What follows belongs to an exercise in optimizing a design on an open flow for small area, a short achievable clock period and few clock cycles per item; a production flow would make more cautious choices. At most, simulation tests tie the RTL to the original design; equivalence was not proved. Function not checked in runs 2 to 5: the RTL went through the layout flow alone. Power and IR drop assume default switching activity.

File: design/flow/design.v
`default_nettype none
package sprw_pkg;
    typedef logic [8-1:0]             byte_t;
    typedef logic [16-1:0]             lane_t;
    typedef logic [32-1:0]             word_t;
    typedef logic [4*16-1:0] lanes_t;
    typedef enum logic [3:0] {
        LANE_PASS = 4'd0,
        LANE_ADD  = 4'd1,
        LANE_SUB  = 4'd2,
        LANE_MOVE = 4'd3,
        LANE_MAX  = 4'd4,
        LANE_MIN  = 4'd5,
        LANE_AND  = 4'd6,
        LANE_OR   = 4'd7,
        LANE_XOR  = 4'd8,
        LANE_NAND = 4'd9,
        LANE_NOR  = 4'd10,
        LANE_XNOR = 4'd11
    } lane_fn_t;
    typedef enum logic [2:0] {
        RED_NONE = 3'd0,
        RED_SUM  = 3'd1,
        RED_MAX  = 3'd2,
        RED_MIN  = 3'd3,
        RED_XOR  = 3'd4
    } red_fn_t;
endpackage
`default_nettype wire
`timescale 1ns/1ps
`default_nettype none
module sprw_top (
    input  logic        clk,
    input  logic        rstn,
    input  logic        in_valid,
    input  logic [31:0] ra,
    input  logic [31:0] rb,
    input  logic [4:0]  op1,
    input  logic [2:0]  op2,
    output logic        out_valid,
    output logic [31:0] result
);
    logic lg, f_add, f_sub, f_max, f_min, f_move, f_arith, sub_m, sign, sat, rsign;
    assign lg      = op1[4] & op1[3];
    assign f_add   = ~lg & (op1[2:0] == 3'b001);
    assign f_sub   = ~lg & (op1[2:0] == 3'b010);
    assign f_max   = ~lg & (op1[2:0] == 3'b101);
    assign f_min   = ~lg & (op1[2:0] == 3'b110);
    assign f_move  = ~lg & (op1[2:0] == 3'b011);
    assign f_arith = f_add | f_sub;
    assign sub_m   = f_sub | f_max | f_min;
    assign sign    = lg ? 1'b0 :
                     (f_arith | f_max | f_min) ? ~op1[4] :
                     (~op2[2] & (op2 != 3'b000));
    assign sat     = ~lg & op1[3];
    assign rsign   = ~op2[2];
    logic [9:0] l [4];
    always_comb begin
        for (int i = 0; i < 4; i++) begin
            logic [7:0] a, b, x, lb;
            logic [9:0] ea, eb, r, rc;
            a  = ra[8*i +: 8];
            b  = rb[8*i +: 8];
            ea = {{2{sign & a[7]}}, a};
            eb = {{2{sign & b[7]}}, b};
            r  = ea + (eb ^ {10{sub_m}}) + {9'd0, sub_m};
            rc = r;
            if (sat) begin
                if (sign) begin
                    if (~r[9] & (r[8] | r[7]))
                        rc = 10'h07f;
                    else if (r[9] & ~(r[8] & r[7]))
                        rc = 10'h380;
                end else begin
                    if (r[9])
                        rc = 10'h000;
                    else if (r[8])
                        rc = 10'h0ff;
                end
            end
            if (f_max)
                x = r[9] ? b : a;
            else if (f_min)
                x = r[9] ? a : b;
            else if (f_move)
                x = b;
            else
                x = a;
            case (op1[2:0])
                3'b111:  lb = a & b;
                3'b000:  lb = a | b;
                3'b001:  lb = a ^ b;
                3'b010:  lb = ~(a & b);
                3'b011:  lb = ~(a | b);
                3'b100:  lb = ~(a ^ b);
                default: lb = a;
            endcase
            if (lg)
                l[i] = {2'b00, lb};
            else if (f_arith)
                l[i] = rc;
            else
                l[i] = {{2{sign & x[7]}}, x};
        end
    end
    logic [11:0] ssum;
    logic [2:0]  ncnt;
    logic [31:0] sum_w;
    logic [7:0]  xr;
    logic [31:0] pk;
    assign ssum = {{2{l[0][9]}}, l[0]} + {{2{l[1][9]}}, l[1]}
                + {{2{l[2][9]}}, l[2]} + {{2{l[3][9]}}, l[3]};
    assign ncnt = 3'(l[0][9]) + 3'(l[1][9]) + 3'(l[2][9]) + 3'(l[3][9]);
    always_comb begin
        if (rsign) begin
            sum_w = {{20{ssum[11]}}, ssum};
            if (sat) begin
                if (~ssum[11] & (|ssum[10:7]))
                    sum_w = 32'd127;
                else if (ssum[11] & ~(&ssum[10:7]))
                    sum_w = 32'hffffff80;
            end
        end else begin
            sum_w = {13'd0, ncnt - 3'(ssum[11]), {4{ssum[11]}}, ssum};
            if (sat && (ncnt != 3'd0 || ssum[10:8] != 3'd0))
                sum_w = 32'd255;
        end
    end
    assign xr = l[0][7:0] ^ l[1][7:0] ^ l[2][7:0] ^ l[3][7:0];
    assign pk = {l[3][7:0], l[2][7:0], l[1][7:0], l[0][7:0]};
    logic [9:0] k [4];
    logic       mn, s01, s23, sf;
    logic [9:0] w01, w23, wf;
    always_comb begin
        for (int i = 0; i < 4; i++)
            k[i] = {l[i][9] ^ rsign, l[i][8:0]};
    end
    assign mn  = op2[0];
    assign s01 = (k[1] > k[0]) ^ mn;
    assign s23 = (k[3] > k[2]) ^ mn;
    assign w01 = s01 ? l[1] : l[0];
    assign w23 = s23 ? l[3] : l[2];
    assign sf  = (({w23[9] ^ rsign, w23[8:0]}) > ({w01[9] ^ rsign, w01[8:0]})) ^ mn;
    assign wf  = sf ? w23 : w01;
    logic [31:0] red;
    always_comb begin
        case (op2)
            3'b001, 3'b101: red = sum_w;
            3'b010, 3'b110,
            3'b011, 3'b111: red = {{16{rsign & wf[9]}}, {6{wf[9]}}, wf};
            3'b100:         red = {24'd0, xr};
            default:        red = pk;
        endcase
    end
    always_ff @(posedge clk) begin
        out_valid <= rstn & in_valid;
        result    <= red;
    end
endmodule
`default_nettype wire
File: design/flow/run.sh
#!/bin/bash
# synth_recipe.tcl (not shown) runs the flow's synth.tcl, then flattens the netlist and writes it again
# the make line also repeats each setting of config.mk as NAME=value (left out here)
make -C /OpenROAD-flow-scripts/flow DESIGN_CONFIG=/design/flow/config.mk WORK_HOME=/design/flow/orfs CLKGATE_MAP_FILE= SYNTH_SCRIPT=/design/flow/synth_recipe.tcl finish
File: design/flow/config.mk
export PLATFORM = sky130hd
export DESIGN_NAME = sprw_top
export DESIGN_NICKNAME = sprw_top
export VERILOG_FILES = /design/flow/design.v
export SDC_FILE = /design/flow/constraint.sdc
export NUM_CORES = 4
export LEC_CHECK = 0
export CAP_MARGIN = 20
export CORE_MARGIN = 2
export CORE_UTILIZATION = 40
export SLEW_MARGIN = 20
File: design/flow/constraint.sdc
create_clock -name core_clock -period 6.5 [get_ports {clk}]
set_input_delay 1.3000 -clock core_clock [delete_from_list [all_inputs] [get_ports {clk}]]
set_output_delay 1.3000 -clock core_clock [all_outputs]
set_load 0.01 [all_outputs]
==> flow_summary_export.csv, run 1 <==
group,metric,value,unit
yosys,synth-edff-count,0,
yosys,synth.area.top_cells,"ha_1 (16%), dfxtp_1 (5.5%), a21oi_1 (5.0%)",
placed_design,portBuffers,107,
routing,drtIter0Drc,1700,
placed_design,dp.cells,2626,
cts,tritoncts,"done",
critical_path,critPathMaxStageDelay,0.43,ns
yosys,async_flop_share,0,%
yosys,ys_warn_count,3,
final_layout,multiInputGateArea,12430,um2
final_layout,final_common_cell,"buf_4",
final_layout,stdcell_count,2762,
placed_design,placed_area,17700,um2
grt,grt_max_degree,64,
floorplanning,coreArea,29560,um2
sta,hold_viol_final,0,
floorplanning,die-height,177.2,um
floorplanning,ios,108,
sta,post-route-min-period,8.845,ns
floorplanning,start_util,40.58,%
yosys,yosysTopAreaCellShare,15.54,%
status,violations,"setup timing",
critical_path,cp_slowest_cell,"nor3_4",
cts,clk_pin_slew_worst_paths,0.06,ns
critical_path,cp_data_arrival_time,8.96,ns
routing,drt-vias-per-instance,6.119,
cts,htree_num_levels,2,
critical_path,startpoint_type,"primary input",
sta,holdWs,1.588,ns
placed_design,place_congestion,1.032,
sta,setup_violations,32,
sta,rsz0062_at_grt,"yes",
critical_path,end_kind,"flip-flop",
routing,routed_wl,61890,um
routing,drc,0,
sta,period_share,136.1,%
pwr,leakage,9.505,nW
status,status,"complete, but fails checks",
sta,slew_violations,0,
critical_path,cp.required,6.61,ns
yosys,syn_area_per_cell,7.296,um2
routing,post_drt_wl_per_cell,22.41,um
floorplanning,row_count,63,
sta,max_freq,113.1,MHz
final_layout,antennaDiodeCount,0,
yosys,syn_area,12000,um2
grt,grt_use_total,36.70,%
final_layout,regArea,660.6,um2
yosys,syn_inst,1644,
yosys,synth_ff_type,"dfxtp_1",
pwr,power_density,375.3,nW/um2
sta,setup_ws,-2.345,ns
yosys,yosysSeqAreaShare,5.507,%
yosys,syn-num-nets,1894,
grt,antenna_found_initial,0,
cts,clock_path_buffers,2,
sta,max_slew.worst_pin.slew,1.005,ns
grt,grt_pass1_wl,90510,um
final_layout,finalInstanceArea,21010,um2
grt,first_global_vias,16410,
final_layout,syn_to_final_growth,75.18,%
pwr,peakVddDrop,369.7,uV
floorplanning,die_w,177.2,um
final_layout,num-nets-final,2621,
critical_path,worstSetupPathType,"in2reg",
cts,root_buffer,"clkbuf_16",
floorplanning,dieArea,31390,um2
yosys,yosys_register_bits,33,
grt,overflow,0,
routing,num_vias,16900,
routing,firstDrtPassIters,5,
yosys,synth_area_leader_cell,"ha_1",
placed_design,post-dp-hpwl,45460,um
cts,cts.sinks,33,
sta,slew_headroom,32.84,%
critical_path,crit_top_cell,"buf_4",
final_layout,most-common-layout-cells,"buf_4 (655), nand2_1 (142), inv_1 (122), ha_1 (122), nor2_1 (114)",
pwr,finalPower,7.886,mW
hold_path,hold_path_class,"in2reg",
critical_path,cp_max_fo,13,
flow_run,max-cap-violations,0,
yosys,netlist-cell-type-count,100,
sta,fin_tns_setup,-70.85,ns
final_layout,fillers,2269,
final_layout,final_layout_size_suffix_gt1_share,44.18,%
cts,cts_made_buffers,5,
routing,ant_nets,0,
where the power goes:
part,internal (mW),switching [mW]
Combinational,3.61,3.64
Sequential,0.299,0.0260
Clock,0.221,0.0931
sequential cells by signal (all words and copies together), names as in the netlist:
signal / count
out_valid: 1
result: 32
final cells by class:
cell class,instances,share of cell area [%]
clock inverters,3,0.3275
well taps,390,2.322
clock buffers,5,0.5954
repair buffers,819,32.03
inverters,134,2.406
multi-input cells,1378,59.18
flip-flops and latches,33,3.144
what timing repair did:
action / 4_1_cts / 5_1_grt
setup endpoints to repair: 32 / 32
hold buffers: 0 / 0
endpoints found under the hold margin: 0 / 0
gates resized for setup: 265 / 166
pin swaps: 132 / 93
gates cloned: 3 / 0
setup buffers: 94 / 38
worst paths after layout:
path	from	slack, ns	depth (start not counted)	endpoint
max	op1[0]	-2.34	43	result[29]
min	in_valid	1.59	2	out_valid
metrics by stage:
step | worst slack [ns] | utilization [%]
floorplan | -2.137 | -
global placement | -2.929 | 59.88
detailed placement | -3.020 | 59.88
CTS | -1.686 | 67.04
global route | -2.520 | 71.09
finish | -2.345 | 71.09
routing by layer:
| layer | global-route usage (%) | wire (um) | share of wire, % |
|---|---|---|---|
| met2 | 62.48 | 28180 | 46 |
| met5 | 0 | 0 | 0 |
| met3 | 4.553 | 5249 | 8.5 |
| met4 | 17.94 | 4376 | 7.1 |
| met1 | 45.59 | 24090 | 39 |
cells by family after synthesis:
family / synth area share, %
and+or+nand+nor: 17.75
buffers and inverters: 7.760
xor gates and xnor gates: 5.549
DFF: 5.507
adders and majority gates: 19.88
AOI/OAI and AO/OA: 35.01
muxes: 8.543
critical path, delay by kind of cell:
kind,cells,cell delay [ns]
AO/OA/AOI/OAI,18,2.92
AND/OR/NAND/NOR,7,1.39
buffers and inverters,11,1.73
adder cells (fa/ha/maj),3,0.87
XOR/XNOR,4,0.68
cell usage after synthesis, types with 17 or more instances:
library cell,instances
o21ai_0,106
o211ai_1,38
mux4_2,17
xnor2_1,58
xor2_1,18
inv_1,130
clkbuf_1,70
nand2b_1,19
a21oi_1,120
o22ai_1,31
a211oi_1,45
nand2_1,155
fa_1,26
nor3_1,24
nor2b_1,24
dfxtp_1,33
nand3_1,27
nor2_1,124
mux2i_1,56
a21o_1,20
o221ai_1,19
a31oi_1,26
ha_1,149
Testbench counts, summed over its fixed seeds: cycles 16,000, items 16,000.
==> run 2: changes to the inputs <==
--- a/design/flow/design.v
+++ b/design/flow/design.v
@@ -40,6 +40,21 @@
     output logic        out_valid,
     output logic [31:0] result
 );
+    function automatic logic [9:0] add10(input logic [9:0] x, input logic [9:0] y, input logic ci);
+        logic c;
+        c = ci;
+        for (int j = 0; j < 10; j++) begin
+            add10[j] = x[j] ^ y[j] ^ c;
+            c = (x[j] & y[j]) | (c & (x[j] ^ y[j]));
+        end
+    endfunction
+    function automatic logic gt10(input logic [9:0] x, input logic [9:0] y);
+        logic g;
+        g = 1'b0;
+        for (int j = 0; j < 10; j++)
+            g = (x[j] & ~y[j]) | (~(x[j] ^ y[j]) & g);
+        gt10 = g;
+    endfunction
     logic lg, f_add, f_sub, f_max, f_min, f_move, f_arith, sub_m, sign, sat, rsign;
     assign lg      = op1[4] & op1[3];
     assign f_add   = ~lg & (op1[2:0] == 3'b001);
@@ -63,7 +78,7 @@
             b  = rb[8*i +: 8];
             ea = {{2{sign & a[7]}}, a};
             eb = {{2{sign & b[7]}}, b};
-            r  = ea + (eb ^ {10{sub_m}}) + {9'd0, sub_m};
+            r  = add10(ea, eb ^ {10{sub_m}}, sub_m);
             rc = r;
             if (sat) begin
                 if (sign) begin
@@ -103,18 +118,31 @@
                 l[i] = {{2{sign & x[7]}}, x};
         end
     end
+    logic [9:0] q [4];
+    logic       q_valid, q_sat;
+    logic [2:0] q_op2;
+    always_ff @(posedge clk) begin
+        q_valid <= rstn & in_valid;
+        q_sat   <= sat;
+        q_op2   <= op2;
+        for (int i = 0; i < 4; i++)
+            q[i] <= l[i];
+    end
+    logic r_sign, r_sat;
+    assign r_sign = ~q_op2[2];
+    assign r_sat  = q_sat;
     logic [11:0] ssum;
     logic [2:0]  ncnt;
     logic [31:0] sum_w;
     logic [7:0]  xr;
     logic [31:0] pk;
-    assign ssum = {{2{l[0][9]}}, l[0]} + {{2{l[1][9]}}, l[1]}
-                + {{2{l[2][9]}}, l[2]} + {{2{l[3][9]}}, l[3]};
-    assign ncnt = 3'(l[0][9]) + 3'(l[1][9]) + 3'(l[2][9]) + 3'(l[3][9]);
+    assign ssum = {{2{q[0][9]}}, q[0]} + {{2{q[1][9]}}, q[1]}
+                + {{2{q[2][9]}}, q[2]} + {{2{q[3][9]}}, q[3]};
+    assign ncnt = 3'(q[0][9]) + 3'(q[1][9]) + 3'(q[2][9]) + 3'(q[3][9]);
     always_comb begin
-        if (rsign) begin
+        if (r_sign) begin
             sum_w = {{20{ssum[11]}}, ssum};
-            if (sat) begin
+            if (r_sat) begin
                 if (~ssum[11] & (|ssum[10:7]))
                     sum_w = 32'd127;
                 else if (ssum[11] & ~(&ssum[10:7]))
@@ -122,38 +150,38 @@
             end
         end else begin
             sum_w = {13'd0, ncnt - 3'(ssum[11]), {4{ssum[11]}}, ssum};
-            if (sat && (ncnt != 3'd0 || ssum[10:8] != 3'd0))
+            if (r_sat && (ncnt != 3'd0 || ssum[10:8] != 3'd0))
                 sum_w = 32'd255;
         end
     end
-    assign xr = l[0][7:0] ^ l[1][7:0] ^ l[2][7:0] ^ l[3][7:0];
-    assign pk = {l[3][7:0], l[2][7:0], l[1][7:0], l[0][7:0]};
+    assign xr = q[0][7:0] ^ q[1][7:0] ^ q[2][7:0] ^ q[3][7:0];
+    assign pk = {q[3][7:0], q[2][7:0], q[1][7:0], q[0][7:0]};
     logic [9:0] k [4];
     logic       mn, s01, s23, sf;
     logic [9:0] w01, w23, wf;
     always_comb begin
         for (int i = 0; i < 4; i++)
-            k[i] = {l[i][9] ^ rsign, l[i][8:0]};
+            k[i] = {q[i][9] ^ r_sign, q[i][8:0]};
     end
-    assign mn  = op2[0];
-    assign s01 = (k[1] > k[0]) ^ mn;
-    assign s23 = (k[3] > k[2]) ^ mn;
-    assign w01 = s01 ? l[1] : l[0];
-    assign w23 = s23 ? l[3] : l[2];
-    assign sf  = (({w23[9] ^ rsign, w23[8:0]}) > ({w01[9] ^ rsign, w01[8:0]})) ^ mn;
+    assign mn  = q_op2[0];
+    assign s01 = gt10(k[1], k[0]) ^ mn;
+    assign s23 = gt10(k[3], k[2]) ^ mn;
+    assign w01 = s01 ? q[1] : q[0];
+    assign w23 = s23 ? q[3] : q[2];
+    assign sf  = gt10({w23[9] ^ r_sign, w23[8:0]}, {w01[9] ^ r_sign, w01[8:0]}) ^ mn;
     assign wf  = sf ? w23 : w01;
     logic [31:0] red;
     always_comb begin
-        case (op2)
+        case (q_op2)
             3'b001, 3'b101: red = sum_w;
             3'b010, 3'b110,
-            3'b011, 3'b111: red = {{16{rsign & wf[9]}}, {6{wf[9]}}, wf};
+            3'b011, 3'b111: red = {{16{r_sign & wf[9]}}, {6{wf[9]}}, wf};
             3'b100:         red = {24'd0, xr};
             default:        red = pk;
         endcase
     end
     always_ff @(posedge clk) begin
-        out_valid <= rstn & in_valid;
+        out_valid <= rstn & q_valid;
         result    <= red;
     end
 endmodule
==> flow_summary_export.csv, run 2 <==
group,metric,value,unit
status,status,"finished clean",
pwr,leakage,5.326,nW
critical_path,cp_slowest_cell,"clkdlybuf4s50_1",
cts,clk_pin_slew_worst_paths,0.06,ns
routing,post_drt_wl_per_cell,19.42,um
pwr,peakVddDrop,216.6,uV
final_layout,fillers,2475,
floorplanning,coreArea,25250,um2
hold_path,whs_path_depth,1,
floorplanning,start_util,40.82,%
cts,cts.sinks,78,
final_layout,most-common-layout-cells,"a21oi_1 (178), nor2_1 (135), nand2_1 (132), inv_1 (117), o21ai_0 (117)",
cts,clock_path_buffers,2,
cts,tritoncts,"done",
cts,cts_made_buffers,9,
floorplanning,row_count,58,
critical_path,crit_top_cell,"fa_2",
grt,grt_pass1_wl,56220,um
cts,htree_num_levels,3,
sta,skew,0.01294,ns
critical_path,critPathTopFamily,"adder cells",
final_layout,num-nets-final,1743,
sta,max_slew.worst_pin.slew,1.037,ns
critical_path,critPathMaxStageDelay,0.49,ns
pwr,power_density,312.7,nW/um2
critical_path,critPathBufInv,6,
sta,setup_violations,0,
final_layout,reg_top3,"q x40, result x32, q_op2 x3",
cts,root_buffer,"clkbuf_16",
critical_path,reg2regPathDepth,20,
yosys,yosys-top-cells-count,"a21oi_1 (184), nor2_1 (137), nand2_1 (132), inv_1 (118), o21ai_0 (117)",
yosys,yosysTopAreaCellShare,15.15,%
yosys,async_flop_share,0,%
grt,overflow,0,
critical_path,cp_max_fo,3,
sta,slew_headroom,30.80,%
final_layout,largest_register_ffs,40,
critical_path,cp.required,6.73,ns
critical_path,reg2reg_from,"q[2][4]",
yosys,yosysSeqAreaShare,15.15,%
hold_path,min_from,"q_valid",
critical_path,r2r_slack,1.33,ns
sta,fin_tns_setup,0,ns
grt,grt_max_degree,73,
placed_design,portBuffers,107,
cts,clock_latency,0.36,ns
sta,hold_viol_final,0,
yosys,synth-edff-count,0,
hold_path,min_delay_worst_endpoint,"out_valid",
sta,slew_violations,0,
routing,drt-vias-per-instance,5.787,
yosys,syn_area_per_cell,7.427,um2
hold_path,hold_path_class,"reg2reg",
critical_path,startpoint_type,"primary input",
floorplanning,dieArea,27070,um2
placed_design,place_congestion,0.8857,
routing,firstDrtPassIters,6,
routing,ant_nets,0,
yosys,yosysMostFrequentCell,"a21oi_1",
yosys,syn_inst,1388,
yosys,ys_warn_count,4,
pwr,finalPower,3.957,mW
sta,max_freq,159.6,MHz
yosys,syn-num-nets,1623,
final_layout,syn_to_final_growth,22.77,%
floorplanning,die-height,164.5,um
cts,hold_buffers,0,
yosys,syn_area,10310,um2
yosys,synth_ff_type,"dfxtp_1",
critical_path,r2r_end,"result[8]",
final_layout,largest_register,"q",
floorplanning,die_w,164.5,um
critical_path,worstSetupPathType,"in2reg",
routing,num_vias,10670,
grt,grt_use_total,26.90,%
critical_path,cp_data_arrival_time,6.49,ns
routing,drc,0,
final_layout,antennaDiodeCount,0,
floorplanning,ios,108,
critical_path,startpoint,"op1[0]",
sta,post-route-min-period,6.264,ns
grt,first_global_vias,10120,
yosys,synth_area_leader_cell,"dfxtp_1",
placed_design,post-dp-hpwl,26960,um
grt,antenna_found_initial,0,
yosys,synth.area.top_cells,"dfxtp_1 (15%), ha_1 (13%), fa_1 (10%)",
sta,period_share,96.38,%
sta,holdWs,0.4380,ns
yosys,netlist-cell-type-count,69,
routing,routed_wl,35780,um
flow_run,max-cap-violations,0,
final_layout,final_common_cell,"a21oi_1",
critical_path,end_kind,"flip-flop",
final_layout,final_layout_size_suffix_gt1_share,12.82,%
routing,drtIter0Drc,765,
yosys,yosys_register_bits,78,
-- run 2: worst max-delay path by stage --
stage / to / slack (ns) / cells after the start
3_3_place_gp: q[0][8] / -0.45 / 24
5_1_grt: q[3][8] / -0.002 / 26
4_1_cts: q[3][8] / 0.02 / 25
3_5_place_dp: q[0][1] / -0.48 / 24
2_1_floorplan: q[2][3] / 0.007 / 26
6_report: q[3][8] / 0.24 / 26
-- run 2: final cells by class --
class,count,area (um2),area share [%]
Multi-Input combinational cell,1101,8139,64.31
Inverter,119,446.7,3.529
Clock buffer,10,239.0,1.888
Tap cell,330,412.9,3.262
Timing Repair Buffer,199,1788,14.13
Clock inverter,6,68.82,0.5437
Sequential cell,78,1562,12.34
-- run 2: what timing repair did --
item,in CTS,in global routing
cloned,0,0
endpoints found under the setup margin,29,40
endpoints found under the hold margin,0,0
buffers inserted,3,3
pin swaps,5,14
resized for setup,11,37
-- run 2: stage by stage --
step / cells / setup slack [ns] / area [um2] / utilization, %
floorplan: 1388 / 0.006521 / 10410 / -
global placement: 1822 / -0.4452 / 12140 / 48.08
detailed placement: 1822 / -0.4805 / 12140 / 48.08
CTS: 1841 / 0.01744 / 12520 / 49.58
global route: 1843 / -0.001991 / 12660 / 50.11
finish: 1843 / 0.2356 / 12660 / 50.11
-- run 2: cells by family after synthesis --
kind of cell / Yosys count / share of synthesized area, %
AO/OA/AOI/OAI: 522 / 31.84
adder cells (fa/ha/maj): 160 / 23.35
multiplexers: 40 / 3.993
XOR/XNOR: 58 / 5.110
buffers and inverters: 209 / 7.780
AND/OR/NAND/NOR: 321 / 12.78
flip-flops: 78 / 15.15
-- run 2: layer usage --
layer	track usage [%]	wire length, um	vias to the layer above
li1	-	-	5140
met1	35.83	15380	5017
met2	44.60	16690	425
met3	2.536	2274	83
met4	11.34	1448	0
met5	0	0	-
-- run 2: worst reg2reg max path, stage by stage (launching register included) --
cell       delay (ns)
dfxtp_1          0.57
inv_1            0.09
ha_1             0.32
a21o_1           0.16
a2111oi_0        0.41
a21oi_1          0.23
a211oi_2         0.26
nor2_1           0.10
xnor2_1          0.14
buf_4            0.20
mux2_2           0.36
ha_1             0.28
o21ai_0          0.07
a21oi_1          0.21
nand3_1          0.14
a211oi_2         0.24
o22ai_1          0.12
a31o_2           0.29
xnor2_4          0.33
mux2_1           0.37
o22ai_1          0.20
-- run 2: power by group --
part	switching, mW	internal (mW)	total (mW)
logic	1.45	1.23	2.68
clock network	0.228	0.310	0.538
registers	0.124	0.615	0.739
total	1.80	2.16	3.96
==> run 3: changes to the inputs <==
--- a/design/flow/config.mk
+++ b/design/flow/config.mk
@@ -8,4 +8,5 @@
 export CAP_MARGIN = 20
 export CORE_MARGIN = 2
 export CORE_UTILIZATION = 40
+export SETUP_SLACK_MARGIN = 2.5
 export SLEW_MARGIN = 20
==> flow_summary_export.csv, run 3 <==
group,metric,value,unit
status,status,"finished clean",
sta,slew_violations,0,
yosys,yosys_register_bits,78,
sta,post-route-min-period,5.719,ns
placed_design,portBuffers,107,
grt,first_global_vias,10430,
sta,period_share,87.99,%
floorplanning,row_count,58,
final_layout,final_core_utilization,55.29,%
grt,grt_pass1_wl,58520,um
final_layout,final_layout_size_suffix_gt1_share,23.34,%
routing,drtIter0Drc,914,
placed_design,place_ws,-0.06874,ns
sta,hold_viol_final,0,
yosys,yosysMostFrequentCell,"a21oi_1",
critical_path,cp.required,6.74,ns
hold_path,hold_path_class,"reg2reg",
final_layout,largest_register,"q",
sta,skew,0.01775,ns
hold_path,whs_path_depth,1,
routing,wl_met3,2496,um
routing,topRoutingLayerUsed,"met4",
critical_path,cp_max_fo,6,
routing,ant_nets,0,
routing,drt-vias-per-instance,5.848,
yosys,syn_area,10310,um2
cts,root_buffer,"clkbuf_16",
final_layout,antennaDiodeCount,0,
critical_path,end_kind,"flip-flop",
yosys,yosys-top-cells-count,"a21oi_1 (184), nor2_1 (137), nand2_1 (132), inv_1 (118), o21ai_0 (117)",
pwr,peakVddDrop,333.8,uV
placed_design,dp.cells,1813,
yosys,synth_area_leader_cell,"dfxtp_1",
cts,cts.sinks,78,
yosys,synth-edff-count,0,
yosys,ys_warn_count,4,
sta,max_freq,174.8,MHz
cts,clock_path_buffers,2,
yosys,syn_inst,1388,
yosys,netlist-cell-type-count,69,
final_layout,stdcell_count,1894,
grt,grt_use_total,28.33,%
floorplanning,dieArea,27070,um2
cts,cts_made_buffers,9,
final_layout,fillers,2342,
sta,slew_headroom,28.65,%
final_layout,syn_to_final_growth,35.45,%
cts,htree_num_levels,3,
floorplanning,ios,108,
cts,hold_buffers,0,
floorplanning,die-height,164.5,um
yosys,syn-num-nets,1623,
routing,m1WireLength,16230,um
critical_path,startpoint_type,"primary input",
sta,max_slew.worst_pin.slew,1.066,ns
final_layout,reg_top3,"q x40, result x32, q_op2 x3",
floorplanning,coreArea,25250,um2
floorplanning,die_w,164.5,um
critical_path,cp_data_arrival_time,5.96,ns
cts,clk_pin_slew_worst_paths,0.07,ns
pwr,leakage,5.811,nW
sta,setup_violations,0,
placed_design,post-dp-hpwl,27880,um
flow_run,max-cap-violations,0,
final_layout,num-nets-final,1794,
floorplanning,start_util,40.82,%
grt,grt_max_degree,74,
final_layout,final_common_cell,"a21oi_1",
yosys,syn_area_per_cell,7.427,um2
critical_path,reg2regPathDepth,21,
critical_path,worstSetupPathType,"in2reg",
grt,overflow,0,
cts,tritoncts,"done",
sta,setup_ws,0.7807,ns
routing,wl_met2,18520,um
routing,post_drt_wl_per_cell,20.60,um
sta,fin_tns_setup,0,ns
placed_design,place_congestion,0.8945,
yosys,yosysTopAreaCellShare,15.15,%
yosys,synth.area.top_cells,"dfxtp_1 (15%), ha_1 (13%), fa_1 (10%)",
cts,clock_latency,0.36,ns
routing,num_vias,11080,
yosys,synth_ff_type,"dfxtp_1",
routing,firstDrtPassIters,7,
routing,routed_wl,39010,um
grt,antenna_found_initial,0,
sta,rsz0062_at_grt,"yes",
routing,drc,0,
yosys,yosysSeqAreaShare,15.15,%
pwr,power_density,347.5,nW/um2
final_layout,most-common-layout-cells,"a21oi_1 (164), nand2_1 (132), nor2_1 (129), inv_1 (110), buf_4 (110)",
yosys,async_flop_share,0,%
final_layout,largest_register_ffs,40,
## run 3: cell counts after synthesis
No cell type changed its count.
## run 3: kinds of logic (layout without fill, tap and decap cells)
kind of cell | count (synthesis) | after routing | synth area share, %
AO/OA/AOI/OAI | 522 | 523 | 31.84
AND/OR/NAND/NOR | 321 | 321 | 12.78
buffers and inverters | 209 | 384 | 7.780
adder cells (fa/ha/maj) | 160 | 160 | 23.35
flip-flops | 78 | 78 | 15.15
XOR/XNOR | 58 | 58 | 5.110
multiplexers | 40 | 40 | 3.993
## run 3: critical path, cell delays in order
cell	delay [ns]
buf_6	0.09
buf_8	0.12
clkinv_8	0.04
nor2_4	0.03
a21oi_4	0.18
nor2_4	0.06
buf_12	0.14
buf_4	0.14
xnor2_2	0.12
fa_2	0.34
fa_2	0.34
fa_2	0.35
fa_2	0.38
fa_2	0.36
fa_2	0.35
inv_2	0.07
fa_2	0.20
fa_2	0.22
buf_4	0.12
o21ai_1	0.06
nand2_1	0.11
a21oi_4	0.09
buf_4	0.17
buf_6	0.13
nand2_1	0.08
o21ai_2	0.06
a221oi_2	0.24
a21oi_1	0.07
## run 3: stage by stage
stage / instance area [um2] / total power, mW / hold slack (ns)
6_report: 13960 / 4.853 / 0.4520
5_1_grt: 13960 / 5.185 / 0.5106
4_1_cts: 13350 / 4.460 / 0.4609
3_5_place_dp: 12370 / 3.511 / 0.4406
3_3_place_gp: 12370 / 3.477 / 0.4348
2_1_floorplan: 10810 / 2.672 / 0.4118
## run 3: report_power, final
part           internal (mW)  total (mW)  switching [mW]  leakage, nW
Clock                  0.267       0.519           0.252        0.135
Sequential             0.621       0.748           0.127        0.656
Combinational           1.75        3.59            1.83         5.02
## run 3: final timing paths
check,start,endpoint,slack (ns)
worst max-delay path,op1[0],q[0][4],0.78
worst min-delay path,q_valid,out_valid,0.45
worst max register to register,q[2][4],result[13],2.03
worst min register to register,q_valid,out_valid,0.45
## run 3: layout make-up
cell class | count | area [um2] | share of cell area, %
tap | 330 | 412.9 | 2.957
inverter | 119 | 460.4 | 3.297
multi-input combinational | 1102 | 8857 | 63.43
sequential | 78 | 1604 | 11.49
clock inverter | 7 | 61.31 | 0.4391
timing repair buffer | 249 | 2342 | 16.77
clock buffer | 9 | 225.2 | 1.613
## run 3: repair_timing
| action | CTS | global route |
|---|---|---|
| cloned | 2 | 0 |
| gates resized for setup | 108 | 93 |
| endpoints found under the setup margin | 72 | 72 |
| pin swaps | 71 | 59 |
| setup buffers | 33 | 30 |
## run 3: metal layers
layer	track usage [%]	up-vias
met5	0	-
met4	13.12	0
li1	-	5254
met2	47.58	509
met3	3.541	96
met1	36.24	5217
==> run 4: changes to the inputs <==
==> design/flow/flow/run.sh (new file) <==
#!/bin/bash
bash standard.sh > standard.log 2>&1
==> design/flow/standard.sh (new file) <==
#!/bin/bash
# synth_recipe.tcl (not shown) runs the flow's synth.tcl, then flattens the netlist and writes it again
# the make line also repeats each setting of config.mk as NAME=value (left out here)
make -C /OpenROAD-flow-scripts/flow DESIGN_CONFIG=/design/flow/config.mk WORK_HOME=/design/flow/orfs CLKGATE_MAP_FILE= SYNTH_SCRIPT=/design/flow/synth_recipe.tcl "${@:-finish}"
--- a/design/flow/config.mk
+++ b/design/flow/config.mk
@@ -8,5 +8,4 @@
 export CAP_MARGIN = 20
 export CORE_MARGIN = 2
 export CORE_UTILIZATION = 40
-export SETUP_SLACK_MARGIN = 2.5
 export SLEW_MARGIN = 20
removed: design/flow/run.sh
==> flow_summary_export.csv, run 4 <==
group,metric,value,unit
final_layout,reg_top3,"q x40, result x32, q_op2 x3",
yosys,async_flop_share,0,%
floorplanning,start_util,40.82,%
routing,routed_wl,35780,um
hold_path,min_from,"q_valid",
critical_path,startpoint,"op1[0]",
yosys,syn-num-nets,1623,
flow_run,max-cap-violations,0,
sta,period_share,96.38,%
final_layout,final_common_cell,"a21oi_1",
final_layout,syn_to_final_growth,22.77,%
pwr,swShare,45.47,%
status,status,"finished clean",
routing,post_drt_wl_per_cell,19.42,um
sta,max_slew.worst_pin.slew,1.037,ns
pwr,finalPower,3.957,mW
routing,num_vias,10670,
sta,post-route-min-period,6.264,ns
placed_design,portBuffers,107,
cts,htree_num_levels,3,
yosys,yosys-top-cells-count,"a21oi_1 (184), nor2_1 (137), nand2_1 (132), inv_1 (118), o21ai_0 (117)",
critical_path,reg2reg_from,"q[2][4]",
cts,cts_made_buffers,9,
yosys,netlist-cell-type-count,69,
cts,clk_pin_slew_worst_paths,0.06,ns
critical_path,cp.required,6.73,ns
yosys,yosysTopAreaCellShare,15.15,%
grt,grt_max_degree,73,
pwr,clkPwrFrac,13.6,%
yosys,synth_ff_type,"dfxtp_1",
critical_path,cp_max_fo,3,
sta,fin_tns_setup,0,ns
critical_path,end_kind,"flip-flop",
floorplanning,die-height,164.5,um
yosys,synth-edff-count,0,
routing,drc,0,
yosys,yosysMostFrequentCell,"a21oi_1",
yosys,yosys_register_bits,78,
yosys,ys_warn_count,4,
pwr,p_int,2.158,mW
cts,cts.sinks,78,
cts,clock_path_buffers,2,
sta,slew_headroom,30.80,%
cts,root_buffer,"clkbuf_16",
grt,overflow,0,
sta,slew_violations,0,
final_layout,largest_register,"q",
sta,hold_viol_final,0,
pwr,combPwrFrac,67.7,%
sta,setup_violations,0,
placed_design,placed_area,12140,um2
pwr,power_density,312.7,nW/um2
grt,antenna_found_initial,0,
final_layout,final_layout_size_suffix_gt1_share,12.82,%
yosys,synth_area_leader_cell,"dfxtp_1",
floorplanning,die_w,164.5,um
final_layout,largest_register_ffs,40,
grt,first_global_vias,10120,
yosys,syn_area,10310,um2
yosys,yosysSeqAreaShare,15.15,%
yosys,syn_area_per_cell,7.427,um2
routing,drt-vias-per-instance,5.787,
yosys,syn_inst,1388,
placed_design,place_congestion,0.8857,
sta,max_freq,159.6,MHz
final_layout,antennaDiodeCount,0,
grt,grt_pass1_wl,56220,um
final_layout,finalInstanceArea,12660,um2
critical_path,startpoint_type,"primary input",
critical_path,worstSetupPathType,"in2reg",
floorplanning,row_count,58,
sta,skew,0.01294,ns
routing,drtIter0Drc,765,
yosys,synth.area.top_cells,"dfxtp_1 (15%), ha_1 (13%), fa_1 (10%)",
routing,firstDrtPassIters,6,
pwr,leakage,5.326,nW
critical_path,cp_data_arrival_time,6.49,ns
final_layout,most-common-layout-cells,"a21oi_1 (178), nor2_1 (135), nand2_1 (132), inv_1 (117), o21ai_0 (117)",
floorplanning,dieArea,27070,um2
cts,clock_latency,0.36,ns
pwr,peakVddDrop,216.6,uV
placed_design,post-dp-hpwl,26960,um
final_layout,num-nets-final,1743,
pwr,p_sw,1.799,mW
hold_path,hold_path_class,"reg2reg",
cts,tritoncts,"done",
grt,grt_use_total,26.90,%
routing,ant_nets,0,
floorplanning,coreArea,25250,um2
pwr,seq_power_share,18.7,%
floorplanning,ios,108,
-- run 4: repair_timing --
item | in CTS | in global routing
gates resized for setup | 11 | 37
pin swaps | 5 | 14
cloned | 0 | 0
setup endpoints to repair | 29 | 40
hold buffers | 0 | 0
buffers inserted | 3 | 3
-- run 4: path summary, 6_finish.rpt --
check / cells after the start / slack, ns / endpoint
min reg2reg: 1 / 0.44 / out_valid
max: 26 / 0.24 / q[3][8]
max reg2reg: 20 / 1.33 / result[8]
min: 1 / 0.44 / out_valid
-- run 4: cells by family after synthesis --
family | share of synthesized area [%]
fa+ha+maj | 23.35
xor+xnor | 5.110
mux | 3.993
simple gates | 12.78
flops | 15.15
compound gates | 31.84
buf+inv | 7.780
-- run 4: power groups by stage --
stage,combinational [mW],clock [mW],sequential [mW]
2_1_floorplan,1.79,0,0.741
3_3_place_gp,2.59,0,0.748
3_5_place_dp,2.61,0,0.748
4_1_cts,2.64,0.552,0.738
5_1_grt,2.98,0.567,0.753
6_report,2.68,0.538,0.739
-- run 4: layer usage --
| metal | wire length [um] | share of wire (%) | track usage [%] |
|---|---|---|---|
| met5 | 0 | 0 | 0 |
| met4 | 1448 | 4.0 | 11.34 |
| met3 | 2274 | 6.4 | 2.536 |
| met2 | 16690 | 47 | 44.60 |
| met1 | 15380 | 43 | 35.83 |
-- run 4: worst max-delay path, stage by stage --
cell and delay, ns:
clkdlybuf4s50_1 0.49, buf_4 0.13, nor2b_4 0.04, a21oi_4 0.15
nor2_4 0.06, buf_4 0.14, buf_12 0.12, xnor2_1 0.13
fa_2 0.35, fa_2 0.37, fa_2 0.37, fa_2 0.37
fa_2 0.37, fa_1 0.41, inv_1 0.09, fa_2 0.20
fa_2 0.21, nand2_1 0.05, o21ai_0 0.07, nand2_1 0.09
a21oi_2 0.21, buf_4 0.17, mux2i_4 0.23, nor2_1 0.07
a31oi_1 0.17, o22ai_1 0.12
-- run 4: metrics by stage --
stage,setup slack [ns],utilization (%),hold slack (ns),cells
6_report,0.2356,50.11,0.4380,1843
3_3_place_gp,-0.4452,48.08,0.4254,1822
4_1_cts,0.01744,49.58,0.4406,1841
2_1_floorplan,0.006521,-,0.4118,1388
5_1_grt,-0.001991,50.11,0.4588,1843
3_5_place_dp,-0.4805,48.08,0.4192,1822
-- run 4: cell type report --
class                      instances  area, um2
inverter                         119      446.7
sequential                        78       1562
clock buffer                      10      239.0
timing repair buffer             199       1788
clock inverter                     6      68.82
tap                              330      412.9
fill                            2475      12600
multi-input combinational       1101       8139
==> run 5: changes to the inputs <==
==> design/flow/run.sh (new file) <==
#!/bin/bash
# synth_recipe.tcl (not shown) runs the flow's synth.tcl, then flattens the netlist and writes it again
# the make line also repeats each setting of config.mk as NAME=value (left out here)
make -C /OpenROAD-flow-scripts/flow DESIGN_CONFIG=/design/flow/config.mk WORK_HOME=/design/flow/orfs CLKGATE_MAP_FILE= SYNTH_SCRIPT=/design/flow/synth_recipe.tcl finish
--- a/design/flow/config.mk
+++ b/design/flow/config.mk
@@ -5,7 +5,9 @@
 export SDC_FILE = /design/flow/constraint.sdc
 export NUM_CORES = 4
 export LEC_CHECK = 0
+export ABC_CLOCK_PERIOD_IN_PS = 3500
 export CAP_MARGIN = 20
 export CORE_MARGIN = 2
 export CORE_UTILIZATION = 40
+export SETUP_SLACK_MARGIN = 2.5
 export SLEW_MARGIN = 20
removed: design/flow/flow/run.sh
removed: design/flow/standard.sh
==> flow_summary_export.csv, run 5 <==
group,metric,value,unit
final_layout,syn_to_final_growth,35.45,%
sta,setup_violations,0,
yosys,syn-num-nets,1623,
cts,cts.sinks,78,
routing,post_drt_wl_per_cell,20.60,um
final_layout,final_core_utilization,55.29,%
routing,drc,0,
cts,clock_latency,0.36,ns
hold_path,hold_path_class,"reg2reg",
pwr,peakVddDrop,333.8,uV
critical_path,cp.required,6.74,ns
grt,overflow,0,
sta,max_freq,174.8,MHz
grt,grt_use_total,28.33,%
final_layout,most-common-layout-cells,"a21oi_1 (164), nand2_1 (132), nor2_1 (129), inv_1 (110), buf_4 (110)",
floorplanning,start_util,40.82,%
flow_run,max-cap-violations,0,
routing,ant_nets,0,
pwr,leakage,5.811,nW
yosys,yosysMostFrequentCell,"a21oi_1",
yosys,syn_area_per_cell,7.427,um2
placed_design,place_congestion,0.8945,
yosys,yosys-top-cells-count,"a21oi_1 (184), nor2_1 (137), nand2_1 (132), inv_1 (118), o21ai_0 (117)",
sta,hold_viol_final,0,
pwr,finalPower,4.853,mW
status,status,"finished clean",
final_layout,reg_top3,"q x40, result x32, q_op2 x3",
floorplanning,die-height,164.5,um
yosys,yosys_register_bits,78,
routing,drt-vias-per-instance,5.848,
yosys,synth-edff-count,0,
critical_path,cp_data_arrival_time,5.96,ns
final_layout,final_common_cell,"a21oi_1",
final_layout,antennaDiodeCount,0,
yosys,yosysSeqAreaShare,15.15,%
final_layout,final_layout_size_suffix_gt1_share,23.34,%
yosys,syn_inst,1388,
routing,drtIter0Drc,914,
placed_design,place_ws,-0.06874,ns
floorplanning,dieArea,27070,um2
yosys,yosysTopAreaCellShare,15.15,%
final_layout,stdcell_count,1894,
routing,firstDrtPassIters,7,
routing,num_vias,11080,
sta,rsz0062_at_grt,"yes",
critical_path,startpoint_type,"primary input",
sta,skew,0.01775,ns
cts,clk_pin_slew_worst_paths,0.07,ns
cts,hold_buffers,0,
hold_path,min_from,"q_valid",
final_layout,fillers,2342,
floorplanning,ios,108,
yosys,synth_ff_type,"dfxtp_1",
grt,grt_pass1_wl,58520,um
final_layout,num-nets-final,1794,
yosys,synth.area.top_cells,"dfxtp_1 (15%), ha_1 (13%), fa_1 (10%)",
sta,slew_violations,0,
sta,holdWs,0.4520,ns
yosys,netlist-cell-type-count,69,
critical_path,reg2reg_from,"q[2][4]",
final_layout,finalInstanceArea,13960,um2
cts,cts_made_buffers,9,
placed_design,post-dp-hpwl,27880,um
final_layout,largest_register_ffs,40,
floorplanning,row_count,58,
placed_design,dp.cells,1813,
pwr,power_density,347.5,nW/um2
critical_path,cp_max_fo,6,
grt,first_global_vias,10430,
placed_design,placed_area,12370,um2
floorplanning,die_w,164.5,um
critical_path,end_kind,"flip-flop",
grt,antenna_found_initial,0,
yosys,ys_warn_count,4,
sta,post-route-min-period,5.719,ns
sta,setup_ws,0.7807,ns
cts,tritoncts,"done",
sta,max_slew.worst_pin.slew,1.066,ns
placed_design,portBuffers,107,
routing,routed_wl,39010,um
cts,root_buffer,"clkbuf_16",
yosys,syn_area,10310,um2
critical_path,worstSetupPathType,"in2reg",
final_layout,largest_register,"q",
sta,period_share,87.99,%
yosys,async_flop_share,0,%
floorplanning,coreArea,25250,um2
grt,grt_max_degree,74,
cts,clock_path_buffers,2,
yosys,synth_area_leader_cell,"dfxtp_1",
cts,htree_num_levels,3,
sta,slew_headroom,28.65,%
critical_path,startpoint,"op1[0]",
sta,fin_tns_setup,0,ns
## run 5: cell counts after synthesis
Identical to the previous run, type by type.
## run 5: area by class of cell
type                            instances  area, um2  area share (%)
Inverter                              119      460.4           3.297
Clock buffer                            9      225.2           1.613
Tap cell                              330      412.9           2.957
Timing Repair Buffer                  249       2342           16.77
Multi-Input combinational cell       1102       8857           63.43
Sequential cell                        78       1604           11.49
Clock inverter                          7      61.31          0.4391
## run 5: worst paths after layout
kind	end	slack, ns	cells past startpoint
worst max register to register	result[13]	2.03	21
worst min-delay path	out_valid	0.45	1
worst max-delay path	q[0][4]	0.78	28
worst min register to register	out_valid	0.45	1
## run 5: layer usage
| layer | vias up | wire length, um | share of wire (%) | GRT usage, % |
|---|---|---|---|---|
| met3 | 96 | 2496 | 6.4 | 3.541 |
| met5 | - | 0 | 0 | 0 |
| met4 | 0 | 1760 | 4.5 | 13.12 |
| li1 | 5254 | - | - | - |
| met1 | 5217 | 16230 | 42 | 36.24 |
| met2 | 509 | 18520 | 47 | 47.58 |
## run 5: cell families after synthesis
family                     after synthesis  synth area share [%]
AOI/OAI and AO/OA                      522                 31.84
and+or+nand+nor                        321                 12.78
buffers and inverters                  209                 7.780
adders and majority gates              160                 23.35
DFF                                     78                 15.15
xor gates and xnor gates                58                 5.110
muxes                                   40                 3.993
## run 5: timing repair
action / 4_1_cts / 5_1_grt
setup buffers: 33 / 30
gates cloned: 2 / 0
pin swaps: 71 / 59
setup endpoints to repair: 72 / 72
gates resized for setup: 108 / 93
## run 5: critical path, cell delays in order
cell and delay (ns):
buf_6 0.09, buf_8 0.12, clkinv_8 0.04, nor2_4 0.03, a21oi_4 0.18, nor2_4 0.06, buf_12 0.14, buf_4 0.14
xnor2_2 0.12, fa_2 0.34, fa_2 0.34, fa_2 0.35, fa_2 0.38, fa_2 0.36, fa_2 0.35, inv_2 0.07
fa_2 0.20, fa_2 0.22, buf_4 0.12, o21ai_1 0.06, nand2_1 0.11, a21oi_4 0.09, buf_4 0.17, buf_6 0.13
nand2_1 0.08, o21ai_2 0.06, a221oi_2 0.24, a21oi_1 0.07
## run 5: where the power goes
part	switching [mW]	total, mW	leakage [nW]	internal [mW]
clock	0.252	0.519	0.135	0.267
combinational	1.83	3.59	5.02	1.75
sequential	0.127	0.748	0.656	0.621
total	2.21	4.85	5.81	2.64
==> run 6: changes to the inputs <==
--- a/design/flow/design.v
+++ b/design/flow/design.v
@@ -40,21 +40,6 @@
     output logic        out_valid,
     output logic [31:0] result
 );
-    function automatic logic [9:0] add10(input logic [9:0] x, input logic [9:0] y, input logic ci);
-        logic c;
-        c = ci;
-        for (int j = 0; j < 10; j++) begin
-            add10[j] = x[j] ^ y[j] ^ c;
-            c = (x[j] & y[j]) | (c & (x[j] ^ y[j]));
-        end
-    endfunction
-    function automatic logic gt10(input logic [9:0] x, input logic [9:0] y);
-        logic g;
-        g = 1'b0;
-        for (int j = 0; j < 10; j++)
-            g = (x[j] & ~y[j]) | (~(x[j] ^ y[j]) & g);
-        gt10 = g;
-    endfunction
     logic lg, f_add, f_sub, f_max, f_min, f_move, f_arith, sub_m, sign, sat, rsign;
     assign lg      = op1[4] & op1[3];
     assign f_add   = ~lg & (op1[2:0] == 3'b001);
@@ -78,7 +63,7 @@
             b  = rb[8*i +: 8];
             ea = {{2{sign & a[7]}}, a};
             eb = {{2{sign & b[7]}}, b};
-            r  = add10(ea, eb ^ {10{sub_m}}, sub_m);
+            r  = ea + (eb ^ {10{sub_m}}) + {9'd0, sub_m};
             rc = r;
             if (sat) begin
                 if (sign) begin
@@ -164,11 +149,11 @@
             k[i] = {q[i][9] ^ r_sign, q[i][8:0]};
     end
     assign mn  = q_op2[0];
-    assign s01 = gt10(k[1], k[0]) ^ mn;
-    assign s23 = gt10(k[3], k[2]) ^ mn;
+    assign s01 = (k[1] > k[0]) ^ mn;
+    assign s23 = (k[3] > k[2]) ^ mn;
     assign w01 = s01 ? q[1] : q[0];
     assign w23 = s23 ? q[3] : q[2];
-    assign sf  = gt10({w23[9] ^ r_sign, w23[8:0]}, {w01[9] ^ r_sign, w01[8:0]}) ^ mn;
+    assign sf  = (({w23[9] ^ r_sign, w23[8:0]}) > ({w01[9] ^ r_sign, w01[8:0]})) ^ mn;
     assign wf  = sf ? w23 : w01;
     logic [31:0] red;
     always_comb begin
==> design/flow/config.mk (replaced) <==
export PLATFORM = sky130hd
export DESIGN_NAME = sprw_top
export DESIGN_NICKNAME = sprw_top
export VERILOG_FILES = /design/flow/design.v
export SDC_FILE = /design/flow/constraint.sdc
export NUM_CORES = 4
export LEC_CHECK = 0
export ABC_CLOCK_PERIOD_IN_PS = 3000
export CAP_MARGIN = 20
export CORE_MARGIN = 2
export CORE_UTILIZATION = 40
export SLEW_MARGIN = 20
==> flow_summary_export.csv, run 6 <==
group,metric,value,unit
status,status,"finished clean",
cts,root_buffer,"clkbuf_16",
yosys,syn_area_per_cell,7.538,um2
yosys,syn-num-nets,1786,
sta,fin_tns_setup,0,ns
pwr,power_density,348.2,nW/um2
routing,drt-vias-per-instance,6.051,
floorplanning,row_count,62,
final_layout,syn_to_final_growth,15.40,%
cts,post_cts_buffers,0,
pwr,clkPwrFrac,11.0,%
sta,max_freq,181.9,MHz
final_layout,final_layout_size_suffix_gt1_share,6.462,%
placed_design,place_congestion,0.9415,
grt,grt_use_total,27.04,%
yosys,yosys-top-cells-count,"ha_1 (140), a21oi_1 (139), nand2_1 (134), inv_1 (129), o21ai_0 (126)",
pwr,seq_power_share,16.4,%
sta,slew_headroom,32.74,%
cts,clock_path_buffers,2,
hold_path,hold_path_class,"reg2reg",
cts,cts_made_buffers,9,
yosys,async_flop_share,0,%
critical_path,startpoint_type,"flip-flop",
yosys,syn_inst,1545,
yosys,synth_ff_type,"dfxtp_1",
cts,hold_buffers,0,
routing,drc,0,
sta,period_share,84.57,%
floorplanning,dieArea,30500,um2
pwr,finalPower,4.680,mW
yosys,netlist-cell-type-count,91,
routing,ant_nets,0,
yosys,yosysSeqAreaShare,13.41,%
floorplanning,start_util,40.58,%
grt,grt_pass1_wl,65310,um
sta,post-route-min-period,5.497,ns
routing,firstDrtPassIters,8,
routing,drtIter0Drc,978,
final_layout,reg_top3,"q x40, result x32, q_op2 x3",
yosys,synth-edff-count,0,
grt,grt_max_degree,54,
final_layout,num-nets-final,1861,
critical_path,cp_slowest_cell,"and2_1",
yosys,synth_area_leader_cell,"ha_1",
cts,htree_num_levels,3,
floorplanning,ios,108,
pwr,combPwrFrac,72.6,%
critical_path,cp_data_arrival_time,5.69,ns
cts,cts_resized,0,
routing,m1WireLength,18240,um
sta,setup_violations,0,
final_layout,most-common-layout-cells,"ha_1 (140), a21oi_1 (139), nand2_1 (134), inv_1 (129), o21ai_0 (126)",
grt,overflow,0,
routing,num_vias,12160,
placed_design,post-dp-hpwl,32400,um
routing,topRoutingLayerUsed,"met4",
sta,skew,0.01057,ns
yosys,synth.area.top_cells,"ha_1 (15%), dfxtp_1 (13%), a21oi_1 (6.0%)",
sta,max_slew.worst_pin.slew,1.005,ns
final_layout,final_common_cell,"ha_1",
critical_path,critPathTopFamily,"compound AO/OA/AOI/OAI gates",
yosys,yosys_register_bits,78,
pwr,peakVddDrop,181.2,uV
yosys,ys_warn_count,4,
floorplanning,die_w,174.6,um
routing,wl_met2,18520,um
sta,slew_violations,0,
sta,hold_viol_final,0,
grt,first_global_vias,11620,
cts,cts.sinks,78,
yosys,yosysMostFrequentCell,"ha_1",
critical_path,crit_chain,"inv_1 > ha_1 > a211oi_1 > nor2_1 > nor3_1 > and2_1 > a211oi_1 > or4_1 > ha_1 > a21o_1 > a21oi_1 > o211ai_1 > o21ai_0 > xnor2_1 > buf_4 > o211ai_1 > a2bb2oi_2 > o221ai_1",
yosys,yosysTopAreaCellShare,15.04,%
routing,post_drt_wl_per_cell,20.77,um
floorplanning,coreArea,28700,um2
flow_run,max-cap-violations,0,
final_layout,largest_register_ffs,40,
pwr,leakage,5.688,nW
pwr,swShare,49.90,%
critical_path,cp_max_fo,18,
yosys,syn_area,11650,um2
pwr,p_int,2.345,mW
critical_path,critPathMaxStageDelay,0.59,ns
critical_path,cp.required,6.69,ns
final_layout,largest_register,"q",
cts,clk_pin_slew_worst_paths,0.07,ns
pwr,p_sw,2.335,mW
cts,clock_latency,0.36,ns
cts,tritoncts,"done",
placed_design,portBuffers,107,
critical_path,end_kind,"flip-flop",
grt,antenna_found_initial,0,
sta,rsz0062_at_grt,"no",
critical_path,worstSetupPathType,"reg2reg",
routing,wl_met3,3111,um
critical_path,critPathBufInv,2,
floorplanning,die-height,174.6,um
routing,routed_wl,41740,um
## run 6: cell types whose count changed after synthesis, sizes merged, moves of 17 or more
cell,change
a211oi,+33
a21boi,-20
a21oi,-54
clkbuf,-17
fa,-28
ha,+34
nand3,+22
nor2,-28
o211ai,+26
## run 6: logic make-up (layout without fill, tap and decap cells)
family / Yosys count / after routing / synth area share (%)
flip-flops: 78 / 78 / 13.41
XOR/XNOR: 84 / 84 / 6.446
multiplexers: 57 / 57 / 5.651
AO/OA/AOI/OAI: 571 / 571 / 33.12
adder cells (fa/ha/maj): 167 / 167 / 19.60
buffers and inverters: 211 / 291 / 7.005
other: 0 / 1 / 0
AND/OR/NAND/NOR: 377 / 377 / 14.77
## run 6: power by group through the flow
stage                     clock [mW]  combinational [mW]  sequential, mW
after floorplan                    0                2.39           0.761
after global placement             0                3.30           0.774
after detailed placement           0                3.33           0.775
after CTS                      0.525                3.36           0.763
after global routing           0.543                3.78           0.777
final                          0.516                3.40           0.766
## run 6: worst paths after layout
| path | start | to | slack, ns | depth (start not counted) |
|---|---|---|---|---|
| setup / recovery | q[0][3] | result[17] | 1.00 | 18 |
| setup reg to reg | q[0][3] | result[17] | 1.00 | 18 |
| hold / removal | q_valid | out_valid | 0.44 | 1 |
| hold reg to reg | q_valid | out_valid | 0.44 | 1 |
## run 6: area by class of cell
| type | instances | area (um2) |
|---|---|---|
| Fill cell | 2885 | 15260 |
| Multi-Input combinational cell | 1256 | 9276 |
| Sequential cell | 78 | 1562 |
| Timing Repair Buffer | 143 | 1331 |
| Inverter | 132 | 495.5 |
| Tap cell | 384 | 480.5 |
| Clock buffer | 9 | 225.2 |
| Clock inverter | 7 | 66.31 |
| Antenna cell | 1 | 2.502 |
## run 6: per-layer routing
layer  GRT usage [%]  vias up
met1           35.80     5708
li1                -     5823
met3           4.330      102
met5               0        -
met2           43.54      530
met4           11.88        0
## run 6: stage by stage
step           setup slack [ns]  cell area, um2  hold slack (ns)  std cells  utilization (%)
5_1_grt                  0.6119           13440           0.4790       2009            46.81
3_3_place_gp             0.8598           13150           0.4296       1993            45.80
4_1_cts                   1.030           13440           0.4478       2009            46.81
2_1_floorplan             1.471           11650           0.4118       1545                -
6_report                  1.003           13440           0.4420       2010            46.82
3_5_place_dp             0.8312           13150           0.4357       1993            45.80
Testbench counts of run 6, summed over its fixed seeds: cycles 16,008, items 16,000.
==> run 7: changes to the inputs <==
--- a/design/flow/config.mk
+++ b/design/flow/config.mk
@@ -5,7 +5,6 @@
 export SDC_FILE = /design/flow/constraint.sdc
 export NUM_CORES = 4
 export LEC_CHECK = 0
-export ABC_CLOCK_PERIOD_IN_PS = 3000
 export CAP_MARGIN = 20
 export CORE_MARGIN = 2
 export CORE_UTILIZATION = 40
==> flow_summary_export.csv, run 7 <==
group,metric,value,unit
critical_path,critPathBufInv,2,
routing,post_drt_wl_per_cell,20.77,um
cts,hold_buffers,0,
yosys,netlist-cell-type-count,91,
critical_path,startpoint_type,"flip-flop",
sta,holdWs,0.4420,ns
sta,rsz0062_at_grt,"no",
floorplanning,dieArea,30500,um2
yosys,yosys-top-cells-count,"ha_1 (140), a21oi_1 (139), nand2_1 (134), inv_1 (129), o21ai_0 (126)",
critical_path,critPathTopFamily,"compound AO/OA/AOI/OAI gates",
yosys,syn-num-nets,1786,
critical_path,worstSetupPathType,"reg2reg",
placed_design,post-dp-hpwl,32400,um
final_layout,largest_register,"q",
pwr,leakage,5.688,nW
final_layout,largest_register_ffs,40,
sta,max_freq,181.9,MHz
yosys,ys_warn_count,4,
yosys,yosysTopAreaCellShare,15.04,%
cts,cts_resized,0,
placed_design,portBuffers,107,
critical_path,crit_chain,"inv_1 > ha_1 > a211oi_1 > nor2_1 > nor3_1 > and2_1 > a211oi_1 > or4_1 > ha_1 > a21o_1 > a21oi_1 > o211ai_1 > o21ai_0 > xnor2_1 > buf_4 > o211ai_1 > a2bb2oi_2 > o221ai_1",
yosys,synth_ff_type,"dfxtp_1",
grt,overflow,0,
final_layout,most-common-layout-cells,"ha_1 (140), a21oi_1 (139), nand2_1 (134), inv_1 (129), o21ai_0 (126)",
cts,clock_latency,0.36,ns
pwr,power_density,348.2,nW/um2
routing,routed_wl,41740,um
sta,slew_headroom,32.74,%
yosys,syn_inst,1545,
grt,first_global_vias,11620,
routing,num_vias,12160,
final_layout,final_layout_size_suffix_gt1_share,6.462,%
critical_path,cp_data_arrival_time,5.69,ns
status,status,"finished clean",
yosys,yosysSeqAreaShare,13.41,%
sta,max_slew.worst_pin.slew,1.005,ns
critical_path,cp_max_fo,18,
floorplanning,start_util,40.58,%
routing,firstDrtPassIters,8,
yosys,syn_area_per_cell,7.538,um2
floorplanning,ios,108,
sta,setup_violations,0,
yosys,async_flop_share,0,%
critical_path,cp.required,6.69,ns
critical_path,critPathMaxStageDelay,0.59,ns
final_layout,stdcell_count,2010,
cts,clk_pin_slew_worst_paths,0.07,ns
final_layout,syn_to_final_growth,15.40,%
routing,ant_nets,0,
sta,hold_viol_final,0,
routing,drc,0,
cts,clock_path_buffers,2,
yosys,yosys_register_bits,78,
floorplanning,die_w,174.6,um
grt,antenna_found_initial,0,
critical_path,end_kind,"flip-flop",
final_layout,reg_top3,"q x40, result x32, q_op2 x3",
flow_run,max-cap-violations,0,
sta,slew_violations,0,
cts,post_cts_buffers,0,
pwr,peakVddDrop,181.2,uV
cts,cts_made_buffers,9,
grt,grt_max_degree,54,
grt,grt_use_total,27.04,%
sta,fin_tns_setup,0,ns
yosys,syn_area,11650,um2
floorplanning,row_count,62,
placed_design,dp.cells,1993,
floorplanning,coreArea,28700,um2
yosys,yosysMostFrequentCell,"ha_1",
hold_path,hold_path_class,"reg2reg",
cts,htree_num_levels,3,
final_layout,final_common_cell,"ha_1",
cts,cts.sinks,78,
sta,skew,0.01057,ns
sta,period_share,84.57,%
final_layout,finalInstanceArea,13440,um2
yosys,synth_area_leader_cell,"ha_1",
yosys,synth-edff-count,0,
grt,grt_pass1_wl,65310,um
placed_design,place_congestion,0.9415,
cts,tritoncts,"done",
final_layout,num-nets-final,1861,
routing,drtIter0Drc,978,
routing,drt-vias-per-instance,6.051,
sta,post-route-min-period,5.497,ns
floorplanning,die-height,174.6,um
cts,root_buffer,"clkbuf_16",
critical_path,cp_slowest_cell,"and2_1",
yosys,synth.area.top_cells,"ha_1 (15%), dfxtp_1 (13%), a21oi_1 (6.0%)",
placed_design,placed_area,13150,um2
run 7: cell counts after synthesis:
No cell type changed its count.
run 7: per-layer routing:
layer	vias to the layer above	GRT usage (%)	part of all wire [%]
met5	-	0	0
met4	0	11.88	4.5
met3	102	4.330	7.5
met2	530	43.54	44
met1	5708	35.80	44
li1	5823	-	-
run 7: worst paths after layout:
| check | slack [ns] | startpoint | end | depth (start not counted) |
|---|---|---|---|---|
| worst max-delay path | 1.00 | q[0][3] | result[17] | 18 |
| worst min-delay path | 0.44 | q_valid | out_valid | 1 |
| worst max register to register | 1.00 | q[0][3] | result[17] | 18 |
| worst min register to register | 0.44 | q_valid | out_valid | 1 |
run 7: report_power, final:
group	switching (mW)	total, mW	leakage [nW]	internal (mW)
Clock	0.249	0.516	0.136	0.267
Combinational	1.95	3.40	4.90	1.45
Sequential	0.141	0.766	0.654	0.624
Total	2.34	4.68	5.69	2.34
run 7: area by class of cell:
type | instances | area [um2]
Fill cell | 2885 | 15260
Multi-Input combinational cell | 1256 | 9276
Sequential cell | 78 | 1562
Timing Repair Buffer | 143 | 1331
Inverter | 132 | 495.5
Tap cell | 384 | 480.5
Clock buffer | 9 | 225.2
Clock inverter | 7 | 66.31
Antenna cell | 1 | 2.502
run 7: cells by family after synthesis:
kind of cell,share of synthesized area [%]
AOI/OAI and AO/OA,33.12
and+or+nand+nor,14.77
buffers and inverters,7.005
adders and majority gates,19.60
xor gates and xnor gates,6.446
DFF,13.41
muxes,5.651
run 7: through the flow:
step	setup WS (ns)	total power [mW]	util [%]
finish	1.003	4.680	46.82
floorplan	1.471	3.152	-
detailed placement	0.8312	4.106	45.80
global route	0.6119	5.098	46.81
global placement	0.8598	4.078	45.80
CTS	1.030	4.647	46.81

[static timing again, ports no longer ideal]
In the flow no input, the clock included, has a driving cell. The finished layouts below were timed again as built, in two steps. Step 1, drivers: a clkbuf_16 drives clk and a buf_2 each remaining input, both assumed. Step 2, shift: input delay + t, output delay - t, t = (earliest + latest rising clock arrival at the registers) / 2. This alone moves slack from input paths to output paths. Three values: ideal, step 1, step 2; two values: the first two.
run	t, ns	setup slack, ns	worst setup path at the end	pins driven straight from the clock port
run 1	0.318	-2.345 / -2.337 / -2.655	input to register	1
run 2	0.399	0.236 / 0.257 / -0.142	input to register	1
run 3	0.403	0.781 / 0.797 / 0.394	input to register	1
run 4	0.399	0.236 / 0.257 / -0.142	input to register	1
run 5	0.403	0.781 / 0.797 / 0.394	input to register	1
run 6	0.399	1.003 / 1.003 / 0.698	input to register	1
run 7	0.399	1.003 / 1.003 / 0.698	input to register	1
With both steps, setup timing fails in run 2 and run 4, where it was met with ideal ports.
